Background: an optimization exercise with open tools, aiming at small area. Do not read the settings as production practice. At most, simulation tests tie the RTL to the original design; equivalence was not proved. No functional check of the RTL was part of runs 3 to 6. No activity file was given, so power comes from the tool's default toggle rates.

`flow/flow/run.sh`:
```
#!/bin/bash
# The standard layout, with every port buffered by the smallest buffer
# cell instead of the default choice. All of make's output goes to
# standard.log in this folder; ORFS's per-step logs stay under orfs/logs/.
set -euo pipefail
export BUFFER_PORTS_ARGS="-buffer_cell sky130_fd_sc_hd__buf_1"
bash standard.sh > standard.log 2>&1
```
`flow/constraint.sdc`:
```
create_clock -name core_clock -period 4.0 [get_ports {clk_i}]
set_input_delay 0.8000 -clock core_clock [delete_from_list [all_inputs] [get_ports {clk_i}]]
set_output_delay 0.8000 -clock core_clock [all_outputs]
set_load 0.01 [all_outputs]
```
`flow/standard.sh`:
```
#!/bin/bash
# synth_recipe.tcl (not shown) runs the flow's synth.tcl, then flattens the netlist and writes it again
# the make line also repeats each setting of config.mk as NAME=value (left out here)
make -C /OpenROAD-flow-scripts/flow DESIGN_CONFIG=/design/flow/config.mk WORK_HOME=/design/flow/orfs CLKGATE_MAP_FILE= SYNTH_SCRIPT=/design/flow/synth_recipe.tcl "${@:-finish}"
```
`flow/design.v`:
```
package io_pkg;
  localparam int AddrWidth = 32;
  localparam int DataWidth = 32;
  localparam int NumHarts = 2;
endpackage
`timescale 1ns/1ps
module io_fabric (
  input  logic                          clk_i,
  input  logic                          reset_i,
  input  logic                          req_valid_i,
  input  logic [io_pkg::AddrWidth-1:0]  req_addr_i,
  input  logic                          req_wr_i,
  input  logic [io_pkg::DataWidth-1:0]  req_wdata_i,
  input  logic [6:1]                    irq_i,
  output logic                          rsp_valid_o,
  output logic [io_pkg::DataWidth-1:0]  rsp_rdata_o,
  output logic                          rsp_err_o,
  output logic [io_pkg::NumHarts-1:0]   msip_o,
  output logic [io_pkg::NumHarts-1:0]   mtip_o,
  output logic [io_pkg::NumHarts-1:0]   eip_o
);
  logic        clint_hit, plic_hit;
  logic        wr, rd;
  logic [15:0] co;
  logic [21:0] po;
  logic        msip_hit, cmp_hit, time_hit;
  logic        pend_hit, en_hit, claim_hit;
  assign clint_hit = req_addr_i[31:16] == 16'h1140;
  assign plic_hit  = req_addr_i[31:22] == 10'h044;
  assign wr = req_valid_i & req_wr_i;
  assign rd = req_valid_i & ~req_wr_i;
  assign co = req_addr_i[15:0];
  assign po = req_addr_i[21:0];
  assign msip_hit  = clint_hit && co[15:3] == 13'h0000;
  assign cmp_hit   = clint_hit && co[15:4] == 12'h400;
  assign time_hit  = clint_hit && co[15:3] == 13'h17FF;
  assign pend_hit  = plic_hit && po == 22'h001000;
  assign en_hit    = plic_hit && po[21:8] == 14'h0020 && po[6:0] == 7'h00;
  assign claim_hit = plic_hit && po[21:13] == 9'h100 && po[11:0] == 12'h004;
  logic [63:0] mt_q;
  logic [1:0]  presc_q;
  logic        tick;
  logic [63:0] mt_inc;
  logic        twr_lo, twr_hi;
  assign twr_lo = wr & time_hit & ~co[2];
  assign twr_hi = wr & time_hit & co[2];
  assign tick   = &presc_q & ~twr_lo & ~twr_hi;
  logic [7:0]  byte_cin;
  logic [64:0] mt_c;
  always_comb begin
    for (int k = 0; k < 8; k++) begin
      byte_cin[k] = tick;
      for (int j = 0; j < k; j++) begin
        byte_cin[k] = byte_cin[k] & (&mt_q[8*j +: 8]);
      end
    end
    mt_c = '0;
    for (int k = 0; k < 8; k++) begin
      mt_c[8*k] = byte_cin[k];
      for (int i = 8*k; i < 8*k + 8; i++) begin
        mt_inc[i]  = mt_q[i] ^ mt_c[i];
        mt_c[i+1]  = mt_q[i] & mt_c[i];
      end
    end
  end
  always_ff @(posedge clk_i) begin
    if (reset_i) begin
      mt_q    <= '0;
      presc_q <= '0;
    end else begin
      mt_q[31:0]  <= twr_lo ? req_wdata_i : mt_inc[31:0];
      mt_q[63:32] <= twr_hi ? req_wdata_i : mt_inc[63:32];
      presc_q <= (twr_lo || twr_hi) ? 2'd0 : presc_q + 2'd1;
    end
  end
  logic [3:0][31:0] cmpn_q;   
  logic [1:0]       msip_q;
  logic [1:0]       mtip_q;
  logic [31:0] cmp_load_d;
  logic [3:0]  cmp_load;
  assign cmp_load_d = ~(req_wdata_i | {32{reset_i}});
  always_comb begin
    for (int k = 0; k < 4; k++) begin
      cmp_load[k] = reset_i || (wr && cmp_hit && co[3:2] == k[1:0]);
    end
  end
  always_ff @(posedge clk_i) begin
    for (int k = 0; k < 4; k++) begin
      if (cmp_load[k]) begin
        cmpn_q[k] <= cmp_load_d;
      end
    end
  end
  function automatic logic ge(input logic [63:0] x, input logic [63:0] yn);
    logic [63:0] g, p;
    logic [31:0] g1, p1;
    logic [15:0] g2, p2;
    logic [7:0]  g3, p3;
    logic [3:0]  g4, p4;
    logic [1:0]  g5, p5;
    g = x & yn;
    p = x | yn;
    for (int i = 0; i < 32; i++) begin
      g1[i] = g[2*i+1] | p[2*i+1] & g[2*i];
      p1[i] = p[2*i+1] & p[2*i];
    end
    for (int i = 0; i < 16; i++) begin
      g2[i] = g1[2*i+1] | p1[2*i+1] & g1[2*i];
      p2[i] = p1[2*i+1] & p1[2*i];
    end
    for (int i = 0; i < 8; i++) begin
      g3[i] = g2[2*i+1] | p2[2*i+1] & g2[2*i];
      p3[i] = p2[2*i+1] & p2[2*i];
    end
    for (int i = 0; i < 4; i++) begin
      g4[i] = g3[2*i+1] | p3[2*i+1] & g3[2*i];
      p4[i] = p3[2*i+1] & p3[2*i];
    end
    for (int i = 0; i < 2; i++) begin
      g5[i] = g4[2*i+1] | p4[2*i+1] & g4[2*i];
      p5[i] = p4[2*i+1] & p4[2*i];
    end
    ge = g5[1] | p5[1] & g5[0] | p5[1] & p5[0];
  endfunction
  always_ff @(posedge clk_i) begin
    if (reset_i) begin
      msip_q <= '0;
    end else if (wr && msip_hit) begin
      msip_q[co[2]] <= req_wdata_i[0];
    end
  end
  always_ff @(posedge clk_i) begin
    if (reset_i) begin
      mtip_q <= '0;
    end else begin
      mtip_q[0] <= ge(mt_q, {cmpn_q[1], cmpn_q[0]});
      mtip_q[1] <= ge(mt_q, {cmpn_q[3], cmpn_q[2]});
    end
  end
  logic [6:1]      pend_q, clm_q;
  logic [1:0][7:1] en_q;
  logic [1:0]      eip_q;
  logic [7:1]      claim_en;
  logic [6:1]      cand, grant;
  logic [2:0]      claim_id;
  logic            complete;
  assign claim_en = po[12] ? en_q[1] : en_q[0];
  assign cand     = pend_q & claim_en[6:1];
  always_comb begin
    grant = '0;
    for (int n = 6; n >= 1; n--) begin
      if (cand[n]) grant = 6'(1) << (n - 1);
    end
    claim_id = '0;
    for (int n = 1; n <= 6; n++) begin
      if (grant[n]) claim_id = n[2:0];
    end
  end
  assign complete = wr & claim_hit;
  always_ff @(posedge clk_i) begin
    for (int n = 1; n <= 6; n++) begin
      if (reset_i) begin
        pend_q[n] <= 1'b0;
        clm_q[n]  <= 1'b0;
      end else if (pend_q[n]) begin
        if (rd && claim_hit && grant[n]) begin
          pend_q[n] <= 1'b0;
          clm_q[n]  <= 1'b1;
        end
      end else if (clm_q[n]) begin
        if (complete && req_wdata_i[2:0] == n[2:0]) begin
          clm_q[n] <= 1'b0;
        end
      end else begin
        pend_q[n] <= irq_i[n];
      end
    end
  end
  logic [7:1] en_load_d;
  logic [1:0] en_load;
  assign en_load_d = req_wdata_i[7:1] & ~{7{reset_i}};
  always_comb begin
    for (int c = 0; c < 2; c++) begin
      en_load[c] = reset_i || (wr && en_hit && po[7] == c[0]);
    end
  end
  always_ff @(posedge clk_i) begin
    for (int c = 0; c < 2; c++) begin
      if (en_load[c]) begin
        en_q[c] <= en_load_d;
      end
    end
  end
  always_ff @(posedge clk_i) begin
    if (reset_i) begin
      eip_q <= '0;
    end else begin
      eip_q[0] <= |(pend_q & en_q[0][6:1]);
      eip_q[1] <= |(pend_q & en_q[1][6:1]);
    end
  end
  logic        rsp_valid_q;
  logic        err_q;
  logic [31:0] rdata_d, rdata_q;
  logic [3:0] rd_cmp;
  logic [1:0] rd_time;
  logic       rd_msip, rd_pend, rd_en, rd_claim;
  always_comb begin
    for (int k = 0; k < 4; k++) begin
      rd_cmp[k] = !req_wr_i && cmp_hit && co[3:2] == k[1:0];
    end
    rd_time[0] = !req_wr_i && time_hit && !co[2];
    rd_time[1] = !req_wr_i && time_hit && co[2];
    rd_msip    = !req_wr_i && msip_hit;
    rd_pend    = !req_wr_i && pend_hit;
    rd_en      = !req_wr_i && en_hit;
    rd_claim   = !req_wr_i && claim_hit;
    rdata_d = '0;
    for (int k = 0; k < 4; k++) begin
      rdata_d = rdata_d | ({32{rd_cmp[k]}} & ~cmpn_q[k]);
    end
    rdata_d = rdata_d | ({32{rd_time[0]}} & mt_q[31:0]) | ({32{rd_time[1]}} & mt_q[63:32]);
    rdata_d[0]   = rdata_d[0] | (rd_msip & msip_q[co[2]]);
    rdata_d[6:1] = rdata_d[6:1] | ({6{rd_pend}} & pend_q);
    rdata_d[7:1] = rdata_d[7:1] | ({7{rd_en}} & (po[7] ? en_q[1] : en_q[0]));
    rdata_d[2:0] = rdata_d[2:0] | ({3{rd_claim}} & claim_id);
  end
  always_ff @(posedge clk_i) begin
    if (reset_i) begin
      rsp_valid_q <= 1'b0;
    end else begin
      rsp_valid_q <= req_valid_i;
    end
  end
  always_ff @(posedge clk_i) begin
    err_q   <= !(clint_hit || plic_hit);
    rdata_q <= rdata_d;
  end
  assign rsp_rdata_o = rdata_q;
  assign rsp_valid_o = rsp_valid_q;
  assign rsp_err_o   = err_q;
  assign msip_o      = msip_q;
  assign mtip_o      = mtip_q;
  assign eip_o       = eip_q;
endmodule
```
`flow/config.mk`:
```
export PLATFORM = sky130hd
export DESIGN_NAME = io_fabric
export DESIGN_NICKNAME = io_fabric
export VERILOG_FILES = /design/flow/design.v
export SDC_FILE = /design/flow/constraint.sdc
export NUM_CORES = 4
export LEC_CHECK = 0
export CAP_MARGIN = 0
export CORE_MARGIN = 2
export CORE_UTILIZATION = 60
export CTS_BUF_LIST = sky130_fd_sc_hd__clkbuf_16
export CTS_CLUSTER_DIAMETER = 200
export CTS_CLUSTER_SIZE = 30
export GPL_TIMING_DRIVEN = 0
export PLACE_DENSITY = 0.75
export SLEW_MARGIN = 0
```
==> results.toml, run 1 <==
[hold_path]
hp-start = "presc_q[0]"
hold_path.class = "register to register"
hold_end = "presc_q[0]"
min_path_cells = 1

[routing]
drc = 0
drt_pass1_iterations = 9
wl_per_cell_um = 25.0
drtIter0Drc = 1325
vias = 11300
ant_nets = 0
wl_mm = 41.3
routed_via_density = 6.82

[clock_tree]
clk_pin_slew_worst_paths_ps = 120
ctsRootBufferMaster = "clkbuf_16"
htree_levels = 1
cts_tree = "done"
clkSinkCount = 260
clock_path_buffers = 3
cts_made_buffers = 12
clock_latency_ps = 520
cts_hold_buf = 0

[floorplan]
die_w_um = 150
core_area_mm2 = 0.0210
die_height_um = 150
initial_core_util = 0.609
rows = 53
io_pins = 114
die_area_mm2 = 0.0224

[finish]
nets = 1501
area_growth_pct = 10.0
diodes = 0
multiInputGateArea_mm2 = 0.00574
regArea_mm2 = 0.00663
drive_gt1_frac = 0.0581
fill_cells = 1735
finalInstanceArea_mm2 = 0.0140

[place]
hpwl_mm = 30.5
place_congestion = 0.988
dpl_cell_area_mm2 = 0.0136
port_buffers = 108

[yosys]
synth_largest_area_cell = "edfxtp_1"
seq_area_frac_synth = 0.520
syn_inst = 1244
yosysWarnings = 1
synth_edf_count = 142
yosysUniqueCellTypes = 71
yosys.area.top_type_share = 0.334
yosysMostFrequentCell = "nand2_1"
synth_common_cells = "nand2_1 (161), edfxtp_1 (142), nor2_1 (120)"
synth_area_leaders = "edfxtp_1 (33%), dfxtp_1 (19%), ha_1 (5.6%), nand2_1 (4.7%), nor2_1 (3.5%)"
syn_nets = 1375
ys_ff_latch = 260
syn_area_per_cell_um2 = 10.3
syn_area_mm2 = 0.0128
synth-main-ff-cell = "edfxtp_1"
async_flop_share = 0

[global_routing]
grt_pass1_vias = 10700
grt_pass1_wl_mm = 62.1
grt_max_degree = 32
grt_usage = 0.369
antenna_found_initial = 0
grt.overflow.total = 0

[sta]
min_period_ps = 3930
slew_viol_final = 0
fmax_ghz = 0.254
relSlewSlack = 0.151
period_share = 0.983
hold_viol = 0
clock_skew_ps = 41.8
worstMarginPinSlew_ps = 1260
setup_viol = 0
rsz0062_at_grt = "no"

[power]
power_w = 0.00490
power_per_cell_area_mw_per_mm2 = 349
ir_drop_mv = 0.378
p_leak_nw = 4.83

[critical_path]
r2r_cells = 16
required_ps = 4440
r2r_setup_slack_ps = 180
reg2reg_from = "mt_q[9]"
critical_path_class = "input pin to register"
startpoint_type = "input pin"
crit_fanout = 3
r2r-end = "mt_q[63]"
critPathArrivalTime_ps = 4370
worst_setup_path_end_kind = "register"

[status]
status = "no timing/DRC/antenna violations"

[run]
max_cap_viol_count = 0
[sequential cells by signal, summed over array words and instances, names as in the netlist, named ones only]
| register | count |
|---|---|
| clm_q | 6 |
| mt_q | 64 |
| err_q | 1 |
| pend_q | 6 |
| cmpn_q | 128 |
| eip_q | 2 |
| en_q | 14 |
| rsp_valid_q | 1 |
| mtip_q | 2 |
| rdata_q | 32 |
| presc_q | 2 |
[how the worst max path moves through the flow]
stage                    from           to  slack, ps
2_1_floorplan  req_addr_i[20]  cmpn_q[100]       -790
3_3_place_gp   req_addr_i[20]  cmpn_q[116]      -3320
3_5_place_dp   req_addr_i[12]     mt_q[63]       -660
4_1_cts        req_addr_i[20]     mt_q[63]          9
5_1_grt        req_addr_i[20]     mt_q[63]         30
6_report       req_addr_i[20]     mt_q[63]         70
[cell usage in the layout (no fill, tap or decap), types with 14 or more instances in the layout]
cell / instances
mux2_2: 17
o22a_1: 27
nor2_1: 119
o21ai_0: 18
nand3_1: 14
ha_1: 56
a211oi_1: 16
a222oi_1: 31
nand4_1: 24
o211ai_1: 32
nand2_1: 161
edfxtp_1: 142
dfxtp_1: 118
o22ai_1: 52
buf_1: 114
a21oi_1: 80
clkbuf_1: 43
inv_1: 44
a22oi_1: 39
nor3_1: 17
[routing by layer]
layer,share of wire,track usage,up-vias
li1,-,-,5034
met1,0.39,0.521,5369
met2,0.46,0.581,767
met3,0.12,0.0622,97
met4,0.029,0.129,0
met5,0,0,-
[what timing repair did]
item / CTS / global route
gates cloned: 0 / 0
buffers inserted: 1 / 0
endpoints found under the setup margin: 5 / 9
pin swaps: 3 / 3
gates resized for setup: 4 / 10
[worst max-delay path, cell delays in order]
cell and delay, ps:
buf_1 70, or4_4 540, or3_4 370, o41a_1 400, nand4_1 310, nor4_4 100
and2_4 170, ha_1 180, ha_1 190, ha_1 190, ha_1 180, ha_1 190
ha_1 190, ha_2 170, xnor2_1 130, a211oi_1 190
[power by group]
part,total [W],switching (W),internal [W]
sequential,0.00309,0.000129,0.00296
clock,0.00146,0.000857,0.000604
combinational,0.000350,0.000232,0.000118
[cell families (layout without fill, tap and decap cells)]
kind of cell             Yosys count  in the layout  synth area share
XOR/XNOR                           8              8           0.00549
flip-flops                       260            260             0.520
multiplexers                      26             26            0.0221
AND/OR/NAND/NOR                  409            409             0.150
adder cells (fa/ha/maj)           63             63            0.0606
buffers and inverters            107            239            0.0352
AO/OA/AOI/OAI                    371            371             0.207
[metrics by stage]
stage | hold slack (ps) | util | TNS (ps) | std cells | setup slack [ps]
detailed placement | 429 | 0.650 | -7450 | 1631 | -657
global placement | 412 | 0.644 | -212550 | 1627 | -3320
CTS | 446 | 0.669 | 0 | 1652 | 9.10
global route | 460 | 0.669 | 0 | 1651 | 25.4
floorplan | 404 | - | -50790 | 1244 | -794
finish | 457 | 0.669 | 0 | 1651 | 67.8
[layout make-up]
type / count / area share
Inverter: 39 / 0.0104
Tap cell: 275 / 0.0245
Sequential cell: 260 / 0.472
Clock buffer: 13 / 0.0232
Buffer: 67 / 0.0217
Timing Repair Buffer: 113 / 0.0362
Multi-Input combinational cell: 877 / 0.409
Clock inverter: 7 / 0.00241
==> run 2, diff against run 1 <==
--- a/flow/config.mk
+++ b/flow/config.mk
@@ -7,10 +7,10 @@
 export LEC_CHECK = 0
 export CAP_MARGIN = 0
 export CORE_MARGIN = 2
-export CORE_UTILIZATION = 60
+export CORE_UTILIZATION = 50
 export CTS_BUF_LIST = sky130_fd_sc_hd__clkbuf_16
 export CTS_CLUSTER_DIAMETER = 200
 export CTS_CLUSTER_SIZE = 30
 export GPL_TIMING_DRIVEN = 0
-export PLACE_DENSITY = 0.75
+export PLACE_DENSITY = 0.6
 export SLEW_MARGIN = 0
==> run 2 against run 1 <==
- clock skew fell by 17 ps
- synthesized area did not move
- highest routed layer unchanged
- register-to-register slack gained 130 ps
- synthesized cell count unchanged
- still clean on timing, DRC and antenna
- setup slack better by 23 ps
- non-clock buffer count is 4 higher
- largest cell class unchanged
- worst hold slack worse by 16 ps
- largest power group unchanged
- critical endpoint is now mt_q[55]
- combinational power increased by 1%
==> results.toml, run 2 <==
[yosys]
seq_area_frac_synth = 0.520
yosys.area.top_type_share = 0.334
synth_area_leaders = "edfxtp_1 (33%), dfxtp_1 (19%), ha_1 (5.6%), nand2_1 (4.7%), nor2_1 (3.5%)"
ys_ff_latch = 260
yosysMostFrequentCell = "nand2_1"
synth-main-ff-cell = "edfxtp_1"
synth_largest_area_cell = "edfxtp_1"
syn_area_per_cell_um2 = 10.3
syn_area_mm2 = 0.0128
synth_top_family_by_area = "compound AO/OA/AOI/OAI gates"
synth_edf_count = 142
yosysWarnings = 1
yosysUniqueCellTypes = 71
syn_inst = 1244
synth_common_cells = "nand2_1 (161), edfxtp_1 (142), nor2_1 (120)"
syn_nets = 1375
async_flop_share = 0
synth_simple_gate_area_share = 0.150
synthXorXnorAreaFrac = 0.00549
synth_compound_area_frac = 0.207
muxShareOfSynthArea = 0.0221
synthAdderAreaFrac = 0.0606

[global_routing]
grt.overflow.total = 0
grt_pass1_vias = 10300
antenna_found_initial = 0
grt_usage = 0.315
grt_max_degree = 32
grt_pass1_wl_mm = 62.8

[place]
dpl_cell_area_mm2 = 0.0137
place_congestion = 0.927
hpwl_mm = 31.4
port_buffers = 108
placed_cells = 1686

[power]
p_leak_nw = 4.80
ir_drop_mv = 0.373
power_per_cell_area_mw_per_mm2 = 345

[critical_path]
critPathArrivalTime_ps = 4330
startpoint_type = "input pin"
crit_fanout = 4
critical_path_class = "input pin to register"
required_ps = 4420
worst_setup_path_end_kind = "register"

[routing]
drtIter0Drc = 1480
wl_per_cell_um = 24.9
wl_mm = 42.6
routed_via_density = 6.50
vias = 11100
ant_nets = 0
drt_pass1_iterations = 9
drc = 0

[finish]
final_common_cell = "nand2_1"
regMostFlops = "cmpn_q"
finalInstanceArea_mm2 = 0.0142
nets = 1505
largestRegisters = "cmpn_q: 128 flops, mt_q: 64 flops, rdata_q: 32 flops"
final_util = 0.565
final_cell_mix = "nand2_1 (161), edfxtp_1 (142), nor2_1 (119), dfxtp_1 (118), buf_1 (114)"
area_growth_pct = 11.2
layout.cells.non_filler = 1710
diodes = 0
largest_register_ff_count = 128
drive_gt1_frac = 0.0732

[sta]
clock_skew_ps = 24.7
hold_viol = 0
fmax_ghz = 0.256
rsz0062_at_grt = "no"
period_share = 0.977
min_period_ps = 3910
relSlewSlack = 0.160
slew_viol_final = 0
worstMarginPinSlew_ps = 1250
setup_viol = 0

[clock_tree]
htree_levels = 1
cts_tree = "done"
cts_hold_buf = 0
cts_made_buffers = 12
clkSinkCount = 260
clk_pin_slew_worst_paths_ps = 120
clock_latency_ps = 500
clock_path_buffers = 3
ctsRootBufferMaster = "clkbuf_16"

[floorplan]
core_area_mm2 = 0.0251
rows = 58
initial_core_util = 0.508
io_pins = 114
die_area_mm2 = 0.0268
die_height_um = 164
die_w_um = 164

[hold_path]
hold_path.class = "register to register"

[status]
status = "no timing/DRC/antenna violations"

[run]
max_cap_viol_count = 0
[run 2: cell counts after synthesis]
No cell type changed its count.
[run 2: path summary, 6_finish.rpt]
check | slack (ps) | depth (start not counted) | end | start
max reg2reg | 310 | 16 | mt_q[54] | mt_q[9]
max | 90 | 16 | mt_q[55] | req_addr_i[18]
min | 440 | 1 | presc_q[0] | presc_q[0]
min reg2reg | 440 | 1 | presc_q[0] | presc_q[0]
[run 2: timing repair]
action,4_1_cts,5_1_grt
endpoints found under the setup margin,6,8
setup buffers,3,1
pin swaps,10,7
gates resized for setup,21,13
[run 2: cell type report]
type                    instances  area (µm²)
fillers                      2317       10900
flip-flops and latches        260        6630
multi-input cells             877        5810
repair buffers                117         523
well taps                     330         413
clock buffers                  13         325
plain buffers                  67         304
inverters                      39         146
clock inverters                 7        33.8
[run 2: worst max-delay path, stage by stage]
cell and delay (ps):
buf_1 70, or4_4 530, or3_4 380, o41a_1 460, nand4_1 330, nor4_4 80, buf_4 150, ha_1 180
ha_2 170, ha_1 170, ha_2 170, ha_2 170, ha_2 180, ha_2 170, xnor2_1 120, a211oi_1 200
[run 2: where the power goes]
| part | switching (W) | leakage [nW] | internal (W) |
|---|---|---|---|
| clock network | 0.000850 | 0.198 | 0.000604 |
| registers | 0.000126 | 2.32 | 0.00296 |
| logic | 0.000236 | 2.28 | 0.000117 |
[run 2: cells by family after synthesis]
| family | after synthesis |
|---|---|
| fa+ha+maj | 63 |
| simple gates | 409 |
| flops | 260 |
| xor+xnor | 8 |
| buf+inv | 107 |
| mux | 26 |
| compound gates | 371 |
[run 2: through the flow]
| stage | hold WS [ps] | power, W | TNS (ps) | setup slack (ps) |
|---|---|---|---|---|
| after floorplan | 404 | 0.00329 | -50790 | -794 |
| after global placement | 417 | 0.00347 | -237110 | -3480 |
| after detailed placement | 426 | 0.00348 | -9260 | -695 |
| after CTS | 444 | 0.00490 | 0 | 6.62 |
| after global routing | 462 | 0.00503 | 0 | 10.1 |
| final | 441 | 0.00489 | 0 | 90.4 |
[run 2: routing by layer]
| metal | wire length [µm] | global-route usage | part of all wire |
|---|---|---|---|
| met1 | 18400 | 0.447 | 0.43 |
| met5 | 0 | 0 | 0 |
| met2 | 19400 | 0.503 | 0.46 |
| met4 | 1170 | 0.0957 | 0.027 |
| met3 | 3600 | 0.0457 | 0.085 |
==> run 3, diff against run 2 <==
--- a/flow/design.v
+++ b/flow/design.v
@@ -45,21 +45,21 @@
   assign twr_lo = wr & time_hit & ~co[2];
   assign twr_hi = wr & time_hit & co[2];
   assign tick   = &presc_q & ~twr_lo & ~twr_hi;
-  logic [7:0]  byte_cin;
+  logic [15:0] nib_cin;
   logic [64:0] mt_c;
   always_comb begin
-    for (int k = 0; k < 8; k++) begin
-      byte_cin[k] = tick;
+    for (int k = 0; k < 16; k++) begin
+      nib_cin[k] = tick;
       for (int j = 0; j < k; j++) begin
-        byte_cin[k] = byte_cin[k] & (&mt_q[8*j +: 8]);
+        nib_cin[k] = nib_cin[k] & (&mt_q[4*j +: 4]);
       end
     end
     mt_c = '0;
-    for (int k = 0; k < 8; k++) begin
-      mt_c[8*k] = byte_cin[k];
-      for (int i = 8*k; i < 8*k + 8; i++) begin
-        mt_inc[i]  = mt_q[i] ^ mt_c[i];
-        mt_c[i+1]  = mt_q[i] & mt_c[i];
+    for (int k = 0; k < 16; k++) begin
+      mt_c[4*k] = nib_cin[k];
+      for (int i = 4*k; i < 4*k + 4; i++) begin
+        mt_inc[i] = mt_q[i] ^ mt_c[i];
+        mt_c[i+1] = mt_q[i] & mt_c[i];
       end
     end
   end
--- a/flow/config.mk
+++ b/flow/config.mk
@@ -7,10 +7,10 @@
 export LEC_CHECK = 0
 export CAP_MARGIN = 0
 export CORE_MARGIN = 2
-export CORE_UTILIZATION = 50
+export CORE_UTILIZATION = 60
 export CTS_BUF_LIST = sky130_fd_sc_hd__clkbuf_16
 export CTS_CLUSTER_DIAMETER = 200
 export CTS_CLUSTER_SIZE = 30
 export GPL_TIMING_DRIVEN = 0
-export PLACE_DENSITY = 0.6
+export PLACE_DENSITY = 0.75
 export SLEW_MARGIN = 0
==> run 3 against run 2 <==
- non-clock buffer count increased by 2
- worst hold slack improved by 2.2 ps
- final area about the same
- first-iteration DRC count decreased by 21%
- setup slack improved by 430 ps
- wire length decreased by 8.9%
- highest routed layer unchanged
==> results.toml, run 3 <==
[power]
power_w = 0.00497
pwr-share-comb = 0.085
p_seq_frac = 0.621
ir_drop_mv = 0.413
power_per_cell_area_mw_per_mm2 = 350
p_leak_nw = 5.12
clkPwrFrac = 0.294
intPower_w = 0.00373
switching_share = 0.248
p_switching_w = 0.00123

[global_routing]
grt.overflow.total = 0
antenna_found_initial = 1
grt_pass1_vias = 10000
grt_max_degree = 32
grt_usage = 0.344
grt_pass1_wl_mm = 58.5

[finish]
nets = 1431
drive_gt1_frac = 0.0753
largestRegisters = "cmpn_q: 128 flops, mt_q: 64 flops, rdata_q: 32 flops"
layout.cells.non_filler = 1590
final_common_cell = "nor2_1"
fill_cells = 1693
final_util = 0.673
area_growth_pct = 9.54
final_cell_mix = "nor2_1 (150), edfxtp_1 (142), dfxtp_1 (118), buf_1 (116), nand2_1 (90)"
largest_register_ff_count = 128
regMostFlops = "cmpn_q"

[sta]
hold_viol = 0
rsz0062_at_grt = "no"
setup_viol = 0
clock_skew_ps = 27.6
relSlewSlack = 0.142
slew_viol_final = 0
period_share = 0.869
fmax_ghz = 0.288
min_period_ps = 3480
worstMarginPinSlew_ps = 1280

[yosys]
yosysMostFrequentCell = "nor2_1"
syn_inst = 1179
syn_area_per_cell_um2 = 11.0
synth-main-ff-cell = "edfxtp_1"
yosys.area.top_type_share = 0.329
synth_simple_gate_area_share = 0.141
synthAdderAreaFrac = 0.0520
synth_compound_area_frac = 0.148
seq_area_frac_synth = 0.512
synth_top_family_by_area = "compound AO/OA/AOI/OAI gates"
syn_area_mm2 = 0.0130
muxShareOfSynthArea = 0.112
synth_edf_count = 142
synth_common_cells = "nor2_1 (150), edfxtp_1 (142), dfxtp_1 (118)"
synth_largest_area_cell = "edfxtp_1"
ys_ff_latch = 260
syn_nets = 1302
synth_area_leaders = "edfxtp_1 (33%), dfxtp_1 (18%), mux4_2 (5.6%), mux2i_1 (5.1%), ha_1 (4.7%)"
async_flop_share = 0
yosysWarnings = 1
synthXorXnorAreaFrac = 0.0108
yosysUniqueCellTypes = 75

[routing]
vias = 10700
wl_mm = 38.8
ant_nets = 0
drc = 0
drtIter0Drc = 1171
drt_pass1_iterations = 6
routed_via_density = 6.72
wl_per_cell_um = 24.4

[clock_tree]
clkSinkCount = 260
clock_latency_ps = 520
clk_pin_slew_worst_paths_ps = 120
cts_setup_buffers = 0
clock_path_buffers = 3
cts_tree = "done"
cts_resized = 0
cts_made_buffers = 12
htree_levels = 1
ctsRootBufferMaster = "clkbuf_16"
cts_hold_buf = 0

[place]
placed_cells = 1569
place_congestion = 0.925
port_buffers = 111
hpwl_mm = 28.5

[critical_path]
startpoint_type = "register"
critPathMaxStageDelay_ps = 560
worst_setup_path_end_kind = "register"
critPathArrivalTime_ps = 3900
r2r_setup_slack_ps = 520
r2r-end = "mt_q[63]"
crit_fanout = 8
path_common_cell = "ha_1"
critical_path_class = "register to register"
reg2reg_from = "mt_q[7]"
crit_chain = "nand4_1 -> or4_4 -> nor3_2 -> o21ai_2 -> nor4_4 -> nand2_2 -> nor3_2 -> ha_1 -> ha_1 -> ha_1 -> xnor2_1 -> a211oi_1"
critPathSlowestCell = "or4_4"
r2r_cells = 12
required_ps = 4420

[hold_path]
hold_end = "presc_q[0]"
hold_path.class = "register to register"
min_path_cells = 1
hp-start = "presc_q[0]"

[floorplan]
rows = 53
io_pins = 114
die_w_um = 151
core_area_mm2 = 0.0211
initial_core_util = 0.614
die_height_um = 151
die_area_mm2 = 0.0228

[run]
max_cap_viol_count = 0

[status]
status = "no timing/DRC/antenna violations"
==> run 3: cell types whose count changed after synthesis, moves of 29 or more <==
| cell | change |
|---|---|
| a222oi_1 | -29 |
| inv_1 | -29 |
| mux2i_1 | +57 |
| mux4_2 | +32 |
| nand2_1 | -68 |
| nor2_1 | +30 |
==> run 3: how the worst max path moves through the flow <==
| stage | to | slack (ps) | from |
|---|---|---|---|
| CTS | mt_q[63] | 520 | mt_q[1] |
| global route | mt_q[63] | 380 | mt_q[7] |
| global placement | cmpn_q[80] | -1590 | req_addr_i[3] |
| floorplan | cmpn_q[64] | 120 | req_addr_i[20] |
| detailed placement | mt_q[63] | 200 | req_addr_i[20] |
| finish | mt_q[63] | 520 | mt_q[7] |
==> run 3: power groups by stage <==
stage / combinational [W] / clock [W] / sequential, W
6_report: 0.000424 / 0.00146 / 0.00308
5_1_grt: 0.000455 / 0.00155 / 0.00310
4_1_cts: 0.000418 / 0.00147 / 0.00308
3_5_place_dp: 0.000417 / 0 / 0.00314
3_3_place_gp: 0.000394 / 0 / 0.00314
2_1_floorplan: 0.000261 / 0 / 0.00309
==> run 3: metal layers <==
metal,GRT usage,part of all wire,vias up
li1,-,-,4785
met1,0.492,0.40,5110
met2,0.538,0.45,698
met3,0.0485,0.10,92
met4,0.132,0.038,0
met5,0,0,-
==> run 3: area by class of cell <==
cell class / count / area, µm² / share of cell area
Antenna cell: 1 / 2.50 / 0.000176
Buffer: 71 / 295 / 0.0208
Clock buffer: 13 / 325 / 0.0229
Clock inverter: 7 / 33.8 / 0.00238
Inverter: 9 / 33.8 / 0.00238
Multi-Input combinational cell: 839 / 6020 / 0.424
Sequential cell: 260 / 6630 / 0.467
Tap cell: 275 / 344 / 0.0243
Timing Repair Buffer: 115 / 512 / 0.0361
==> run 3: logic make-up (layout without fill, tap and decap cells) <==
group / count (synthesis) / count (layout)
xor gates and xnor gates: 16 / 16
other: 0 / 1
AOI/OAI and AO/OA: 282 / 282
and+or+nand+nor: 382 / 382
buffers and inverters: 80 / 215
DFF: 260 / 260
muxes: 104 / 104
adders and majority gates: 55 / 55
==> run 3: stage by stage <==
step	instance area (µm²)	hold slack (ps)	TNS (ps)	setup slack [ps]
3_3_place_gp	13700	413	-68100	-1590
2_1_floorplan	13000	404	0	116
4_1_cts	14200	441	0	519
3_5_place_dp	13800	424	0	200
6_report	14200	443	0	524
5_1_grt	14200	460	0	376
==> run 3: critical path: cells and delay by family, from the launching register on <==
kind                       cells  cell delay [ps]
AOI/OAI and AO/OA              2              450
xor gates and xnor gates       1               80
adders and majority gates      3              510
DFF                            1              530
and+or+nand+nor                6             1830
==> run 4, diff against run 3 <==
--- a/flow/design.v
+++ b/flow/design.v
@@ -45,21 +45,21 @@
   assign twr_lo = wr & time_hit & ~co[2];
   assign twr_hi = wr & time_hit & co[2];
   assign tick   = &presc_q & ~twr_lo & ~twr_hi;
-  logic [15:0] nib_cin;
+  logic [7:0]  byte_cin;
   logic [64:0] mt_c;
   always_comb begin
-    for (int k = 0; k < 16; k++) begin
-      nib_cin[k] = tick;
+    for (int k = 0; k < 8; k++) begin
+      byte_cin[k] = tick;
       for (int j = 0; j < k; j++) begin
-        nib_cin[k] = nib_cin[k] & (&mt_q[4*j +: 4]);
+        byte_cin[k] = byte_cin[k] & (&mt_q[8*j +: 8]);
       end
     end
     mt_c = '0;
-    for (int k = 0; k < 16; k++) begin
-      mt_c[4*k] = nib_cin[k];
-      for (int i = 4*k; i < 4*k + 4; i++) begin
-        mt_inc[i] = mt_q[i] ^ mt_c[i];
-        mt_c[i+1] = mt_q[i] & mt_c[i];
+    for (int k = 0; k < 8; k++) begin
+      mt_c[8*k] = byte_cin[k];
+      for (int i = 8*k; i < 8*k + 8; i++) begin
+        mt_inc[i]  = mt_q[i] ^ mt_c[i];
+        mt_c[i+1]  = mt_q[i] & mt_c[i];
       end
     end
   end
@@ -176,18 +176,12 @@
       end
     end
   end
-  logic [7:1] en_load_d;
-  logic [1:0] en_load;
-  assign en_load_d = req_wdata_i[7:1] & ~{7{reset_i}};
-  always_comb begin
+  always_ff @(posedge clk_i) begin
     for (int c = 0; c < 2; c++) begin
-      en_load[c] = reset_i || (wr && en_hit && po[7] == c[0]);
-    end
-  end
-  always_ff @(posedge clk_i) begin
-    for (int c = 0; c < 2; c++) begin
-      if (en_load[c]) begin
-        en_q[c] <= en_load_d;
+      if (reset_i) begin
+        en_q[c] <= '0;
+      end else if (wr && en_hit && po[7] == c[0]) begin
+        en_q[c] <= req_wdata_i[7:1];
       end
     end
   end
@@ -202,12 +196,12 @@
   logic        rsp_valid_q;
   logic        err_q;
   logic [31:0] rdata_d, rdata_q;
-  logic [3:0] rd_cmp;
+  logic [3:0] rd_cmp_d, rd_cmp_q;
   logic [1:0] rd_time;
   logic       rd_msip, rd_pend, rd_en, rd_claim;
   always_comb begin
     for (int k = 0; k < 4; k++) begin
-      rd_cmp[k] = !req_wr_i && cmp_hit && co[3:2] == k[1:0];
+      rd_cmp_d[k] = !req_wr_i && cmp_hit && co[3:2] == k[1:0];
     end
     rd_time[0] = !req_wr_i && time_hit && !co[2];
     rd_time[1] = !req_wr_i && time_hit && co[2];
@@ -215,11 +209,7 @@
     rd_pend    = !req_wr_i && pend_hit;
     rd_en      = !req_wr_i && en_hit;
     rd_claim   = !req_wr_i && claim_hit;
-    rdata_d = '0;
-    for (int k = 0; k < 4; k++) begin
-      rdata_d = rdata_d | ({32{rd_cmp[k]}} & ~cmpn_q[k]);
-    end
-    rdata_d = rdata_d | ({32{rd_time[0]}} & mt_q[31:0]) | ({32{rd_time[1]}} & mt_q[63:32]);
+    rdata_d = ({32{rd_time[0]}} & mt_q[31:0]) | ({32{rd_time[1]}} & mt_q[63:32]);
     rdata_d[0]   = rdata_d[0] | (rd_msip & msip_q[co[2]]);
     rdata_d[6:1] = rdata_d[6:1] | ({6{rd_pend}} & pend_q);
     rdata_d[7:1] = rdata_d[7:1] | ({7{rd_en}} & (po[7] ? en_q[1] : en_q[0]));
@@ -234,9 +224,15 @@
   end
   always_ff @(posedge clk_i) begin
     err_q   <= !(clint_hit || plic_hit);
-    rdata_q <= rdata_d;
-  end
-  assign rsp_rdata_o = rdata_q;
+    rdata_q  <= rdata_d;
+    rd_cmp_q <= rd_cmp_d;
+  end
+  always_comb begin
+    rsp_rdata_o = rdata_q;
+    for (int k = 0; k < 4; k++) begin
+      rsp_rdata_o = rsp_rdata_o | ({32{rd_cmp_q[k]}} & ~cmpn_q[k]);
+    end
+  end
   assign rsp_valid_o = rsp_valid_q;
   assign rsp_err_o   = err_q;
   assign msip_o      = msip_q;
--- a/flow/config.mk
+++ b/flow/config.mk
@@ -12,5 +12,4 @@
 export CTS_CLUSTER_DIAMETER = 200
 export CTS_CLUSTER_SIZE = 30
 export GPL_TIMING_DRIVEN = 0
-export PLACE_DENSITY = 0.75
 export SLEW_MARGIN = 0
==> run 4 against run 3 <==
- synthesized area fell by 0.35%
- synthesized cell count increased by 11%
- final area rose by 0.18%
- worst hold slack improved by 1.2 ps
- combinational power decreased by 31%
- register-to-register slack lost 330 ps
- power is 3.0% lower
- largest cell class unchanged
==> results.toml, run 4 <==
[finish]
regMostFlops = "cmpn_q"
final_cell_mix = "nand2_1 (152), nor2_1 (143), dfxtp_1 (136), edfxtp_1 (128), buf_1 (116)"
fill_cells = 1789
final_common_cell = "nand2_1"
diodes = 0
drive_gt1_frac = 0.0428
nets = 1574
largest_register_ff_count = 128
largestRegisters = "cmpn_q: 128 flops, mt_q: 64 flops, rdata_q: 32 flops"
area_growth_pct = 10.1

[yosys]
syn_area_mm2 = 0.0129
syn_area_per_cell_um2 = 9.83
synth-main-ff-cell = "dfxtp_1"
synth_simple_gate_area_share = 0.163
synthAdderAreaFrac = 0.0630
synth_largest_area_cell = "edfxtp_1"
seq_area_frac_synth = 0.509
synth_area_leaders = "edfxtp_1 (30%), dfxtp_1 (21%), ha_1 (5.5%), o22ai_1 (4.9%), nand2_1 (4.4%)"
ys_ff_latch = 264
syn_inst = 1313
synthXorXnorAreaFrac = 0.00543
synth_top_family_by_area = "compound AO/OA/AOI/OAI gates"
async_flop_share = 0
synth_common_cells = "nand2_1 (153), nor2_1 (143), dfxtp_1 (136)"
muxShareOfSynthArea = 0.0480
synth_compound_area_frac = 0.184
synth_edf_count = 128
yosysMostFrequentCell = "nand2_1"
yosysUniqueCellTypes = 61
syn_nets = 1444
yosysWarnings = 1
yosys.area.top_type_share = 0.298

[critical_path]
startpoint_type = "input pin"
critPathArrivalTime_ps = 4290
crit_fanout = 7
worst_setup_path_end_kind = "register"
critical_path_class = "input pin to register"
required_ps = 4420

[global_routing]
grt_max_degree = 32
antenna_found_initial = 0
grt.overflow.total = 0
grt_pass1_wl_mm = 60.1
grt_usage = 0.348
grt_pass1_vias = 10800

[place]
place_congestion = 0.960
post-place-ws_ps = -568
hpwl_mm = 29.2
port_buffers = 110

[sta]
hold_viol = 0
setup_viol = 0
worstMarginPinSlew_ps = 1070
clock_skew_ps = 26.0
rsz0062_at_grt = "yes"
min_period_ps = 3870
fmax_ghz = 0.258
finalWorstSetupSlack_ps = 128
relSlewSlack = 0.287
period_share = 0.968
slew_viol_final = 0

[routing]
drc = 0
drt_pass1_iterations = 6
vias = 11300
ant_nets = 0
wl_mm = 39.7
drtIter0Drc = 1125
routed_via_density = 6.56
wl_per_cell_um = 23.0

[run]
max_cap_viol_count = 0

[clock_tree]
cts_hold_buf = 0
clock_latency_ps = 500
clkSinkCount = 264
cts_tree = "done"
clock_path_buffers = 3
ctsRootBufferMaster = "clkbuf_16"
clk_pin_slew_worst_paths_ps = 120
cts_made_buffers = 12
htree_levels = 1

[floorplan]
rows = 53
core_area_mm2 = 0.0211
die_w_um = 151
die_height_um = 151
die_area_mm2 = 0.0227
io_pins = 114
initial_core_util = 0.612

[status]
status = "no timing/DRC/antenna violations"

[power]
power_per_cell_area_mw_per_mm2 = 339
power_w = 0.00482
p_leak_nw = 5.10
ir_drop_mv = 0.366

[hold_path]
hold_path.class = "register to register"
==> run 4: changes by cell type after synthesis, moves of 10 or more <==
cell | before | now
a31oi_1 | 13 | 24
dfxtp_1 | 118 | 136
o21ai_0 | 19 | 31
buf_2 | 17 | 7
mux2i_1 | 66 | 54
or3_1 | 12 | 35
edfxtp_1 | 142 | 128
o22ai_1 | 59 | 102
a22oi_1 | 32 | 20
mux4_2 | 32 | 0
a21oi_1 | 61 | 107
clkbuf_1 | 47 | 59
nand2_1 | 93 | 153
==> run 4: repair_timing <==
item / 4_1_cts / 5_1_grt
pin swaps: 2 / 3
setup endpoints to repair: 1 / 8
setup buffers: 1 / 1
gates resized for setup: 2 / 6
==> run 4: metrics by stage <==
stage / instance area (µm²) / TNS [ps] / cells / hold WS (ps) / utilization
2_1_floorplan: 12900 / -105790 / 1313 / 404 / -
6_report: 14200 / 0 / 1724 / 444 / 0.674
3_3_place_gp: 13700 / -440300 / 1698 / 416 / 0.648
3_5_place_dp: 13800 / -5860 / 1702 / 424 / 0.655
4_1_cts: 14200 / 0 / 1723 / 446 / 0.672
5_1_grt: 14200 / -51.2 / 1724 / 461 / 0.674
==> run 4: area by class of cell <==
| class | count | area (µm²) | share of cell area |
|---|---|---|---|
| well taps | 275 | 344 | 0.0242 |
| plain buffers | 73 | 300 | 0.0211 |
| repair buffers | 117 | 531 | 0.0373 |
| clock inverters | 7 | 31.3 | 0.00220 |
| flip-flops and latches | 264 | 6570 | 0.462 |
| inverters | 16 | 60.1 | 0.00423 |
| multi-input cells | 959 | 6060 | 0.426 |
| clock buffers | 13 | 325 | 0.0229 |
==> run 4: worst max-delay path, stage by stage <==
cell and delay [ps]:
buf_1 70, or4_4 540, or3_4 380, nor4b_4 280
buf_4 170, and2_1 110, buf_4 150, nor2b_1 70
ha_1 180, ha_1 200, ha_1 190, ha_1 220
ha_1 190, ha_1 180, ha_1 190, xnor2_1 120
a211oi_1 250
==> run 4: per-layer routing <==
metal | vias to the layer above | track usage | wire length [µm] | part of all wire
li1 | 5222 | - | - | -
met3 | 96 | 0.0506 | 3600 | 0.091
met2 | 553 | 0.570 | 18600 | 0.47
met1 | 5435 | 0.472 | 16200 | 0.41
met5 | - | 0 | 0 | 0
met4 | 0 | 0.125 | 1350 | 0.034
==> run 4: cell families after synthesis <==
| group | after synthesis |
|---|---|
| AOI/OAI and AO/OA | 374 |
| xor gates and xnor gates | 8 |
| adders and majority gates | 67 |
| buffers and inverters | 90 |
| DFF | 264 |
| muxes | 61 |
| and+or+nand+nor | 449 |
==> run 4: where the power goes <==
part	leakage (nW)	total [W]	internal, W	switching (W)
Clock	0.196	0.00144	0.000601	0.000839
Sequential	2.33	0.00309	0.00296	0.000126
Combinational	2.58	0.000292	0.0000960	0.000196
==> run 4: worst paths after layout <==
path	from	to	slack (ps)	cells after the start
hold / removal	presc_q[0]	presc_q[0]	440	1
setup reg to reg	mt_q[31]	mt_q[63]	190	17
setup / recovery	req_addr_i[16]	mt_q[7]	130	17
hold reg to reg	presc_q[0]	presc_q[0]	440	1
==> run 5, diff against run 4 <==
--- a/flow/design.v
+++ b/flow/design.v
@@ -76,18 +76,12 @@
   logic [3:0][31:0] cmpn_q;   
   logic [1:0]       msip_q;
   logic [1:0]       mtip_q;
-  logic [31:0] cmp_load_d;
-  logic [3:0]  cmp_load;
-  assign cmp_load_d = ~(req_wdata_i | {32{reset_i}});
-  always_comb begin
+  always_ff @(posedge clk_i) begin
     for (int k = 0; k < 4; k++) begin
-      cmp_load[k] = reset_i || (wr && cmp_hit && co[3:2] == k[1:0]);
-    end
-  end
-  always_ff @(posedge clk_i) begin
-    for (int k = 0; k < 4; k++) begin
-      if (cmp_load[k]) begin
-        cmpn_q[k] <= cmp_load_d;
+      if (reset_i) begin
+        cmpn_q[k] <= '0;
+      end else if (wr && cmp_hit && co[3:2] == k[1:0]) begin
+        cmpn_q[k] <= ~req_wdata_i;
       end
     end
   end
@@ -196,24 +190,16 @@
   logic        rsp_valid_q;
   logic        err_q;
   logic [31:0] rdata_d, rdata_q;
-  logic [3:0] rd_cmp_d, rd_cmp_q;
-  logic [1:0] rd_time;
-  logic       rd_msip, rd_pend, rd_en, rd_claim;
   always_comb begin
-    for (int k = 0; k < 4; k++) begin
-      rd_cmp_d[k] = !req_wr_i && cmp_hit && co[3:2] == k[1:0];
-    end
-    rd_time[0] = !req_wr_i && time_hit && !co[2];
-    rd_time[1] = !req_wr_i && time_hit && co[2];
-    rd_msip    = !req_wr_i && msip_hit;
-    rd_pend    = !req_wr_i && pend_hit;
-    rd_en      = !req_wr_i && en_hit;
-    rd_claim   = !req_wr_i && claim_hit;
-    rdata_d = ({32{rd_time[0]}} & mt_q[31:0]) | ({32{rd_time[1]}} & mt_q[63:32]);
-    rdata_d[0]   = rdata_d[0] | (rd_msip & msip_q[co[2]]);
-    rdata_d[6:1] = rdata_d[6:1] | ({6{rd_pend}} & pend_q);
-    rdata_d[7:1] = rdata_d[7:1] | ({7{rd_en}} & (po[7] ? en_q[1] : en_q[0]));
-    rdata_d[2:0] = rdata_d[2:0] | ({3{rd_claim}} & claim_id);
+    rdata_d = '0;
+    if (!req_wr_i) begin
+      if (msip_hit)  rdata_d[0]   = msip_q[co[2]];
+      if (cmp_hit)   rdata_d      = ~cmpn_q[co[3:2]];
+      if (time_hit)  rdata_d      = co[2] ? mt_q[63:32] : mt_q[31:0];
+      if (pend_hit)  rdata_d[6:1] = pend_q;
+      if (en_hit)    rdata_d[7:1] = po[7] ? en_q[1] : en_q[0];
+      if (claim_hit) rdata_d[2:0] = claim_id;
+    end
   end
   always_ff @(posedge clk_i) begin
     if (reset_i) begin
@@ -224,15 +210,9 @@
   end
   always_ff @(posedge clk_i) begin
     err_q   <= !(clint_hit || plic_hit);
-    rdata_q  <= rdata_d;
-    rd_cmp_q <= rd_cmp_d;
-  end
-  always_comb begin
-    rsp_rdata_o = rdata_q;
-    for (int k = 0; k < 4; k++) begin
-      rsp_rdata_o = rsp_rdata_o | ({32{rd_cmp_q[k]}} & ~cmpn_q[k]);
-    end
-  end
+    rdata_q <= rdata_d;
+  end
+  assign rsp_rdata_o = rdata_q;
   assign rsp_valid_o = rsp_valid_q;
   assign rsp_err_o   = err_q;
   assign msip_o      = msip_q;
==> flow/run.sh (new file) <==
#!/bin/bash
# synth_recipe.tcl (not shown) runs the flow's synth.tcl, then flattens the netlist and writes it again
# the make line also repeats each setting of config.mk as NAME=value (left out here)
make -C /OpenROAD-flow-scripts/flow DESIGN_CONFIG=/design/flow/config.mk WORK_HOME=/design/flow/orfs CLKGATE_MAP_FILE= SYNTH_SCRIPT=/design/flow/synth_recipe.tcl finish
--- a/flow/config.mk
+++ b/flow/config.mk
@@ -8,8 +8,5 @@
 export CAP_MARGIN = 0
 export CORE_MARGIN = 2
 export CORE_UTILIZATION = 60
-export CTS_BUF_LIST = sky130_fd_sc_hd__clkbuf_16
-export CTS_CLUSTER_DIAMETER = 200
-export CTS_CLUSTER_SIZE = 30
 export GPL_TIMING_DRIVEN = 0
 export SLEW_MARGIN = 0
removed: flow/flow/run.sh
removed: flow/standard.sh
==> run 5 against run 4 <==
- final area increased by 13%
- global-route usage increased by 4.0 points
- largest power group is now the clock network
- register-to-register slack improved by 50 ps
- first-iteration DRC count increased by 41%
- synthesized area increased by 3.4%
- sequential power decreased by 16%
- critical path type unchanged
- clock skew decreased by 13 ps
- die area increased by 3.3%
==> results.toml, run 5 <==
[sta]
relSlewSlack = 0.327
holdWs_ps = 446
period_share = 0.986
worstMarginPinSlew_ps = 1010
setup_viol = 0
fmax_ghz = 0.254
min_period_ps = 3940
clock_skew_ps = 13.1
rsz0062_at_grt = "yes"
hold_viol = 0
slew_viol_final = 0
setup_tns_ps = 0

[critical_path]
critPathMaxStageDelay_ps = 530
worst_setup_path_end_kind = "register"
startpoint_type = "input pin"
crit_chain = "dlygate4sd2_1 -> or4_4 -> or4b_4 -> nor4b_4 -> buf_4 -> buf_6 -> nor2b_1 -> ha_1 -> ha_1 -> ha_1 -> ha_1 -> ha_1 -> ha_1 -> ha_2 -> xnor2_2 -> a211oi_2"
critical_path_class = "input pin to register"
critPathArrivalTime_ps = 4360
crit_fanout = 5
path_common_cell = "ha_1"
required_ps = 4420
critPathSlowestCell = "or4_4"

[global_routing]
grt.overflow.total = 0
grt_max_degree = 14
antenna_found_initial = 0
grt_usage = 0.388
grt_pass1_vias = 12400
grt_pass1_wl_mm = 71.9

[yosys]
syn_area_per_cell_um2 = 8.69
yosys.area.top_type_share = 0.390
yosysWarnings = 1
synth_edf_count = 0
ys_ff_latch = 260
syn_inst = 1536
syn_nets = 1667
yosysUniqueCellTypes = 65
syn_area_mm2 = 0.0133
synth_common_cells = "nor2_1 (285), dfxtp_1 (260), nand2_1 (147)"
async_flop_share = 0
yosysMostFrequentCell = "nor2_1"
seq_area_frac_synth = 0.390
synth_area_leaders = "dfxtp_1 (39%), nor2_1 (8.0%), a211oi_1 (6.1%), mux4_2 (5.4%), ha_1 (5.3%)"
synth_largest_area_cell = "dfxtp_1"
synth-main-ff-cell = "dfxtp_1"

[run]
max_cap_viol_count = 0

[finish]
largestRegisters = "cmpn_q: 128 flops, mt_q: 64 flops, rdata_q: 32 flops"
diodes = 0
regMostFlops = "cmpn_q"
drive_gt1_frac = 0.108
area_growth_pct = 20.1
fill_cells = 1717
final_cell_mix = "nor2_1 (284), dfxtp_1 (260), nand2_1 (146), a21oi_1 (112), a211oi_1 (106)"
final_common_cell = "nor2_1"
nets = 1803
largest_register_ff_count = 128

[routing]
vias = 13300
ant_nets = 0
routed_via_density = 6.72
drt_pass1_iterations = 6
drc = 0
wl_mm = 46.3
wl_per_cell_um = 23.5
drtIter0Drc = 1582

[floorplan]
die_w_um = 153
core_area_mm2 = 0.0218
io_pins = 114
rows = 54
initial_core_util = 0.611
die_area_mm2 = 0.0234
die_height_um = 153

[clock_tree]
cts_tree = "done"
clock_path_buffers = 3
htree_levels = 1
cts_made_buffers = 28
clk_pin_slew_worst_paths_ps = 60
clock_latency_ps = 560
clkSinkCount = 260
ctsRootBufferMaster = "clkbuf_16"

[place]
place_congestion = 0.982
hpwl_mm = 34.3
port_buffers = 106

[power]
ir_drop_mv = 0.319
power_per_cell_area_mw_per_mm2 = 350
p_leak_nw = 5.59

[status]
status = "no timing/DRC/antenna violations"

[hold_path]
hold_path.class = "register to register"
==> run 5: per-stage QoR <==
step	instance area [µm²]	utilization	setup WS [ps]	cells	total power, W
finish	16000	0.734	55.2	1973	0.00560
global route	16000	0.734	-23.5	1973	0.00572
CTS	16000	0.732	17.6	1974	0.00560
detailed placement	15000	0.686	-1240	1922	0.00294
global placement	15000	0.686	-1160	1922	0.00293
floorplan	13500	-	-59.9	1536	0.00278
==> run 5: power by group <==
| part | switching, W | internal (W) |
|---|---|---|
| Sequential | 0.0000112 | 0.00260 |
| Clock | 0.00111 | 0.00161 |
| Combinational | 0.000174 | 0.000105 |
==> run 5: layout make-up <==
cell class / instances / area, µm² / area share
repair buffers: 108 / 1080 / 0.0672
flip-flops and latches: 260 / 5200 / 0.325
clock buffers: 37 / 806 / 0.0503
well taps: 280 / 350 / 0.0219
plain buffers: 107 / 469 / 0.0293
clock inverters: 14 / 153 / 0.00953
inverters: 13 / 48.8 / 0.00305
multi-input cells: 1154 / 7920 / 0.494
==> run 5: timing repair <==
action	CTS	global route
setup buffers	2	0
gates cloned	0	0
hold buffers	0	0
endpoints found under the setup margin	35	36
pin swaps	9	5
resized for setup	18	11
==> run 5: cell families (layout without fill, tap and decap cells) <==
group                      after synthesis  after routing  share of synthesized area
xor gates and xnor gates                 8              8                    0.00525
adders and majority gates               67             67                     0.0610
and+or+nand+nor                        558            558                      0.182
muxes                                   98             98                      0.104
buffers and inverters                  122            279                     0.0389
DFF                                    260            260                      0.390
AOI/OAI and AO/OA                      423            423                      0.218
==> run 5: path summary, 6_finish.rpt <==
check | startpoint | cells past startpoint | slack [ps] | endpoint
max reg2reg | mt_q[7] | 16 | 240 | mt_q[63]
min reg2reg | presc_q[0] | 1 | 450 | presc_q[0]
min | presc_q[0] | 1 | 450 | presc_q[0]
max | req_addr_i[17] | 16 | 60 | mt_q[7]
==> run 5: critical path, delay by kind of cell <==
family,cells,cell delay (ps)
and+or+nand+nor,4,1320
buffers and inverters,3,540
xor gates and xnor gates,1,210
AOI/OAI and AO/OA,1,100
adders and majority gates,7,1380
==> run 5: metal layers <==
layer  track usage  share of wire
met1         0.541           0.40
met5             0              0
met2         0.599           0.45
met4         0.157          0.042
met3        0.0675           0.11
==> run 6, diff against run 5 <==
--- a/flow/design.v
+++ b/flow/design.v
@@ -38,39 +38,32 @@
   assign en_hit    = plic_hit && po[21:8] == 14'h0020 && po[6:0] == 7'h00;
   assign claim_hit = plic_hit && po[21:13] == 9'h100 && po[11:0] == 12'h004;
   logic [63:0] mt_q;
+  logic        lag_q;
   logic [1:0]  presc_q;
-  logic        tick;
-  logic [63:0] mt_inc;
+  logic [63:0] mt_now;
   logic        twr_lo, twr_hi;
+  always_comb begin
+    for (int i = 0; i < 64; i++) begin
+      mt_now[i] = (lag_q && &(mt_q | ~((64'd1 << i) - 64'd1))) ? ~mt_q[i] : mt_q[i];
+    end
+  end
   assign twr_lo = wr & time_hit & ~co[2];
   assign twr_hi = wr & time_hit & co[2];
-  assign tick   = &presc_q & ~twr_lo & ~twr_hi;
-  logic [7:0]  byte_cin;
-  logic [64:0] mt_c;
-  always_comb begin
-    for (int k = 0; k < 8; k++) begin
-      byte_cin[k] = tick;
-      for (int j = 0; j < k; j++) begin
-        byte_cin[k] = byte_cin[k] & (&mt_q[8*j +: 8]);
-      end
-    end
-    mt_c = '0;
-    for (int k = 0; k < 8; k++) begin
-      mt_c[8*k] = byte_cin[k];
-      for (int i = 8*k; i < 8*k + 8; i++) begin
-        mt_inc[i]  = mt_q[i] ^ mt_c[i];
-        mt_c[i+1]  = mt_q[i] & mt_c[i];
-      end
-    end
-  end
   always_ff @(posedge clk_i) begin
     if (reset_i) begin
       mt_q    <= '0;
+      lag_q   <= 1'b0;
       presc_q <= '0;
     end else begin
-      mt_q[31:0]  <= twr_lo ? req_wdata_i : mt_inc[31:0];
-      mt_q[63:32] <= twr_hi ? req_wdata_i : mt_inc[63:32];
-      presc_q <= (twr_lo || twr_hi) ? 2'd0 : presc_q + 2'd1;
+      mt_q[31:0]  <= twr_lo ? req_wdata_i : mt_now[31:0];
+      mt_q[63:32] <= twr_hi ? req_wdata_i : mt_now[63:32];
+      if (twr_lo || twr_hi) begin
+        lag_q   <= 1'b0;
+        presc_q <= '0;
+      end else begin
+        lag_q   <= &presc_q;
+        presc_q <= presc_q + 2'd1;
+      end
     end
   end
   logic [3:0][31:0] cmpn_q;   
@@ -127,8 +120,8 @@
     if (reset_i) begin
       mtip_q <= '0;
     end else begin
-      mtip_q[0] <= ge(mt_q, {cmpn_q[1], cmpn_q[0]});
-      mtip_q[1] <= ge(mt_q, {cmpn_q[3], cmpn_q[2]});
+      mtip_q[0] <= ge(mt_now, {cmpn_q[1], cmpn_q[0]});
+      mtip_q[1] <= ge(mt_now, {cmpn_q[3], cmpn_q[2]});
     end
   end
   logic [6:1]      pend_q, clm_q;
@@ -187,18 +180,18 @@
       eip_q[1] <= |(pend_q & en_q[1][6:1]);
     end
   end
-  logic        rsp_valid_q;
-  logic        err_q;
-  logic [31:0] rdata_d, rdata_q;
-  always_comb begin
-    rdata_d = '0;
+  logic       rsp_valid_q;
+  logic       err_q;
+  logic [7:0] small_d, small_q;
+  logic [3:0] sel_cmp_q;      
+  logic [1:0] sel_time_q;     
+  always_comb begin
+    small_d = '0;
     if (!req_wr_i) begin
-      if (msip_hit)  rdata_d[0]   = msip_q[co[2]];
-      if (cmp_hit)   rdata_d      = ~cmpn_q[co[3:2]];
-      if (time_hit)  rdata_d      = co[2] ? mt_q[63:32] : mt_q[31:0];
-      if (pend_hit)  rdata_d[6:1] = pend_q;
-      if (en_hit)    rdata_d[7:1] = po[7] ? en_q[1] : en_q[0];
-      if (claim_hit) rdata_d[2:0] = claim_id;
+      if (msip_hit)  small_d[0]   = msip_q[co[2]];
+      if (pend_hit)  small_d[6:1] = pend_q;
+      if (en_hit)    small_d[7:1] = po[7] ? en_q[1] : en_q[0];
+      if (claim_hit) small_d[2:0] = claim_id;
     end
   end
   always_ff @(posedge clk_i) begin
@@ -210,9 +203,21 @@
   end
   always_ff @(posedge clk_i) begin
     err_q   <= !(clint_hit || plic_hit);
-    rdata_q <= rdata_d;
-  end
-  assign rsp_rdata_o = rdata_q;
+    small_q <= small_d;
+    for (int k = 0; k < 4; k++) begin
+      sel_cmp_q[k] <= !req_wr_i && cmp_hit && co[3:2] == k[1:0];
+    end
+    sel_time_q[0] <= !req_wr_i && time_hit && !co[2];
+    sel_time_q[1] <= !req_wr_i && time_hit && co[2];
+  end
+  always_comb begin
+    rsp_rdata_o = {24'd0, small_q};
+    for (int k = 0; k < 4; k++) begin
+      rsp_rdata_o = rsp_rdata_o | ({32{sel_cmp_q[k]}} & ~cmpn_q[k]);
+    end
+    rsp_rdata_o = rsp_rdata_o | ({32{sel_time_q[0]}} & mt_q[31:0])
+                              | ({32{sel_time_q[1]}} & mt_q[63:32]);
+  end
   assign rsp_valid_o = rsp_valid_q;
   assign rsp_err_o   = err_q;
   assign msip_o      = msip_q;
==> flow/config.mk (replaced) <==
export PLATFORM = sky130hd
export DESIGN_NAME = io_fabric
export DESIGN_NICKNAME = io_fabric
export VERILOG_FILES = /design/flow/design.v
export SDC_FILE = /design/flow/constraint.sdc
export NUM_CORES = 4
export LEC_CHECK = 0
export CAP_MARGIN = 20
export CORE_MARGIN = 2
export CORE_UTILIZATION = 40
export SLEW_MARGIN = 20
==> run 6 against run 5 <==
- die area up 56%
- critical path depth decreased by 2
- sequential share of layout area fell by 4.8 points
- register-to-register slack lost 70 ps
- first-iteration DRC count fell by 7.1%
- final area up 9.7%
- largest cell class unchanged
- highest routed layer is now met5
==> results.toml, run 6 <==
[finish]
layout.cells.non_filler = 2513
diodes = 0
largestRegisters = "cmpn_q: 128 flops, mt_q: 64 flops, en_q: 14 flops"
largest_register_ff_count = 128
area_growth_pct = 25.0
final_cell_mix = "nor2_1 (366), dfxtp_1 (243), buf_4 (153), a211oi_1 (137), nand2_1 (114)"
final_common_cell = "nor2_1"
final_util = 0.509
regMostFlops = "cmpn_q"
drive_gt1_frac = 0.128
nets = 2117

[sta]
relSlewSlack = 0.428
rsz0062_at_grt = "no"
finalWorstSetupSlack_ps = 169
hold_viol = 0
min_period_ps = 3830
period_share = 0.958
fmax_ghz = 0.261
setup_viol = 0
slew_viol_final = 0
worstMarginPinSlew_ps = 858
holdWs_ps = 442
setup_tns_ps = 0
clock_skew_ps = 27.2

[yosys]
synth_simple_gate_area_share = 0.277
yosysWarnings = 1
synth_compound_area_frac = 0.259
yosysMostFrequentCell = "nor2_1"
muxShareOfSynthArea = 0.0249
synth-main-ff-cell = "dfxtp_1"
yosys.area.top_type_share = 0.346
ys_ff_latch = 243
yosysUniqueCellTypes = 87
async_flop_share = 0
syn_area_per_cell_um2 = 7.55
syn_nets = 1937
synth_edf_count = 0
synth_common_cells = "nor2_1 (366), dfxtp_1 (243), a211oi_1 (137)"
syn_inst = 1861
syn_area_mm2 = 0.0141
synth_area_leaders = "dfxtp_1 (35%), nor2_1 (9.8%), a211oi_1 (7.3%), nor3_1 (3.9%), nand2_1 (3.0%)"
synth_top_family_by_area = "simple AND/OR/NAND/NOR gates"
synthXorXnorAreaFrac = 0.0329
seq_area_frac_synth = 0.346
synthAdderAreaFrac = 0.0105
synth_largest_area_cell = "dfxtp_1"

[critical_path]
r2r_setup_slack_ps = 170
crit_family = "compound AO/OA/AOI/OAI gates"
crit_fanout = 8
critPathMaxStageDelay_ps = 430
path_common_cell = "buf_4"
critical_path_class = "register to register"
critPathSlowestCell = "o41a_1"
r2r-end = "mtip_q[0]"
required_ps = 4440
path_depth = 14
crit_path_end = "mtip_q[0]"
crit_chain = "buf_4 -> and3_1 -> buf_4 -> nand4_1 -> and3_1 -> a2111oi_0 -> o21ai_0 -> a21oi_1 -> nor4b_1 -> o311a_1 -> o21ai_1 -> a21boi_1 -> buf_4 -> o41a_1"
startpoint_type = "register"
cp-startpoint = "mt_q[0]"
r2r_cells = 14
worst_setup_path_end_kind = "register"
reg2reg_from = "mt_q[0]"
critPathArrivalTime_ps = 4280
cp_num_buf_inv = 3

[clock_tree]
htree_levels = 1
cts_tree = "done"
clock_latency_ps = 590
clkSinkCount = 243
clk_pin_slew_worst_paths_ps = 60
ctsRootBufferMaster = "clkbuf_16"
cts_made_buffers = 29
clock_path_buffers = 3

[place]
placed_cells = 2465
place_congestion = 0.953
hpwl_mm = 37.5
port_buffers = 113
post-place-ws_ps = 25.8

[floorplan]
die_w_um = 191
io_pins = 114
rows = 68
die_area_mm2 = 0.0366
core_area_mm2 = 0.0345
initial_core_util = 0.407
die_height_um = 191

[routing]
wl_mm = 51.5
routed_via_density = 6.04
wl_per_cell_um = 20.5
drt_pass1_iterations = 7
ant_nets = 0
drc = 0
vias = 15200
drtIter0Drc = 1469

[power]
p_leak_nw = 6.29
ir_drop_mv = 0.314
power_per_cell_area_mw_per_mm2 = 303

[run]
max_cap_viol_count = 0

[hold_path]
hold_path.class = "register to register"

[global_routing]
antenna_found_initial = 1
grt_max_degree = 128
grt.overflow.total = 0
grt_usage = 0.278
grt_pass1_vias = 14200
grt_pass1_wl_mm = 80.6

[status]
status = "no timing/DRC/antenna violations"
==> run 6: where the power goes <==
| part | switching, W | internal (W) | total (W) | leakage [nW] |
|---|---|---|---|---|
| clock network | 0.00109 | 0.00159 | 0.00268 | 0.462 |
| logic | 0.000119 | 0.0000870 | 0.000206 | 3.86 |
| registers | 0.0000102 | 0.00243 | 0.00244 | 1.96 |
==> run 6: per-layer routing <==
| layer | vias up | track usage | part of all wire |
|---|---|---|---|
| li1 | 7238 | - | - |
| met1 | 7239 | 0.398 | 0.45 |
| met2 | 615 | 0.429 | 0.44 |
| met3 | 94 | 0.0431 | 0.078 |
| met4 | 2 | 0.0846 | 0.028 |
| met5 | - | 0 | 0.00027 |
==> run 6: how the worst min path moves through the flow <==
stage                     slack (ps)       start          to  depth (start not counted)
final                            440  presc_q[0]  presc_q[0]                          1
after global routing             440  presc_q[0]  presc_q[0]                          1
after CTS                        440  presc_q[0]  presc_q[0]                          1
after detailed placement         430  presc_q[0]  presc_q[0]                          1
after global placement           420  presc_q[0]  presc_q[0]                          1
after floorplan                  410  presc_q[0]  presc_q[0]                          1
==> run 6: logic make-up (layout without fill, tap and decap cells) <==
family | Yosys count | count (layout)
xor+xnor | 52 | 52
compound gates | 521 | 521
fa+ha+maj | 14 | 14
simple gates | 818 | 818
mux | 34 | 34
buf+inv | 179 | 376
flops | 243 | 243
==> run 6: area by class of cell <==
class                   count  area, µm²
inverters                  56        210
clock buffers              36        792
flip-flops and latches    243       4860
fillers                  3358      17000
repair buffers            272       2400
well taps                 455        569
multi-input cells        1439       8570
clock inverters            12        161
==> run 6: metrics by stage <==
step	instance area [µm²]	total power, W
5_1_grt	17600	0.00547
3_3_place_gp	16600	0.00269
3_5_place_dp	16600	0.00269
2_1_floorplan	14100	0.00256
6_report	17600	0.00532
4_1_cts	17500	0.00536
==> run 6: repair_timing <==
action	in CTS	in global routing
hold buffers	0	0
setup buffers	0	0
setup endpoints to repair	1	1
hold endpoints to repair	0	0
resized for setup	1	4

## re-timing with driven ports
Ports are ideal in the flow. The routed layouts listed here were re-timed in OpenROAD.
Step 1 sets driving cells, clkbuf_16 on the clock port and buf_2 on the other inputs (assumed; they add their load-dependent delay and slew).
Step 2 moves the port delays by t, midway between the first and last clock arrival at a register: inputs arrive t later, outputs are due t later. That takes back most of the time a late clock gives input paths.
a / b / c = ideal / step 1 / step 2; a / b = the first two.
run | shift t [ns] | setup slack, ns | worst register clock-pin slew, ns | cell pins on the clock port's net
run 1 | 0.545 | 0.068 / 0.094 / -0.451 | 0.12 / 0.12 | 1
run 2 | 0.544 | 0.090 / 0.122 / -0.422 | 0.12 / 0.12 | 1
run 3 | 0.548 | 0.524 / 0.524 / 0.152 | 0.12 / 0.12 | 1
run 4 | 0.536 | 0.128 / 0.152 / -0.384 | 0.12 / 0.12 | 1
run 5 | 0.603 | 0.055 / 0.071 / -0.532 | 0.07 / 0.07 | 1
run 6 | 0.627 | 0.169 / 0.169 / -0.071 | 0.06 / 0.06 | 1
Met with ideal ports but missed after step 2: setup timing in 5 of these runs. For run 5, which loses most, drivers alone change the setup slack by +0.016 ns; drivers and shift together by -0.587 ns.
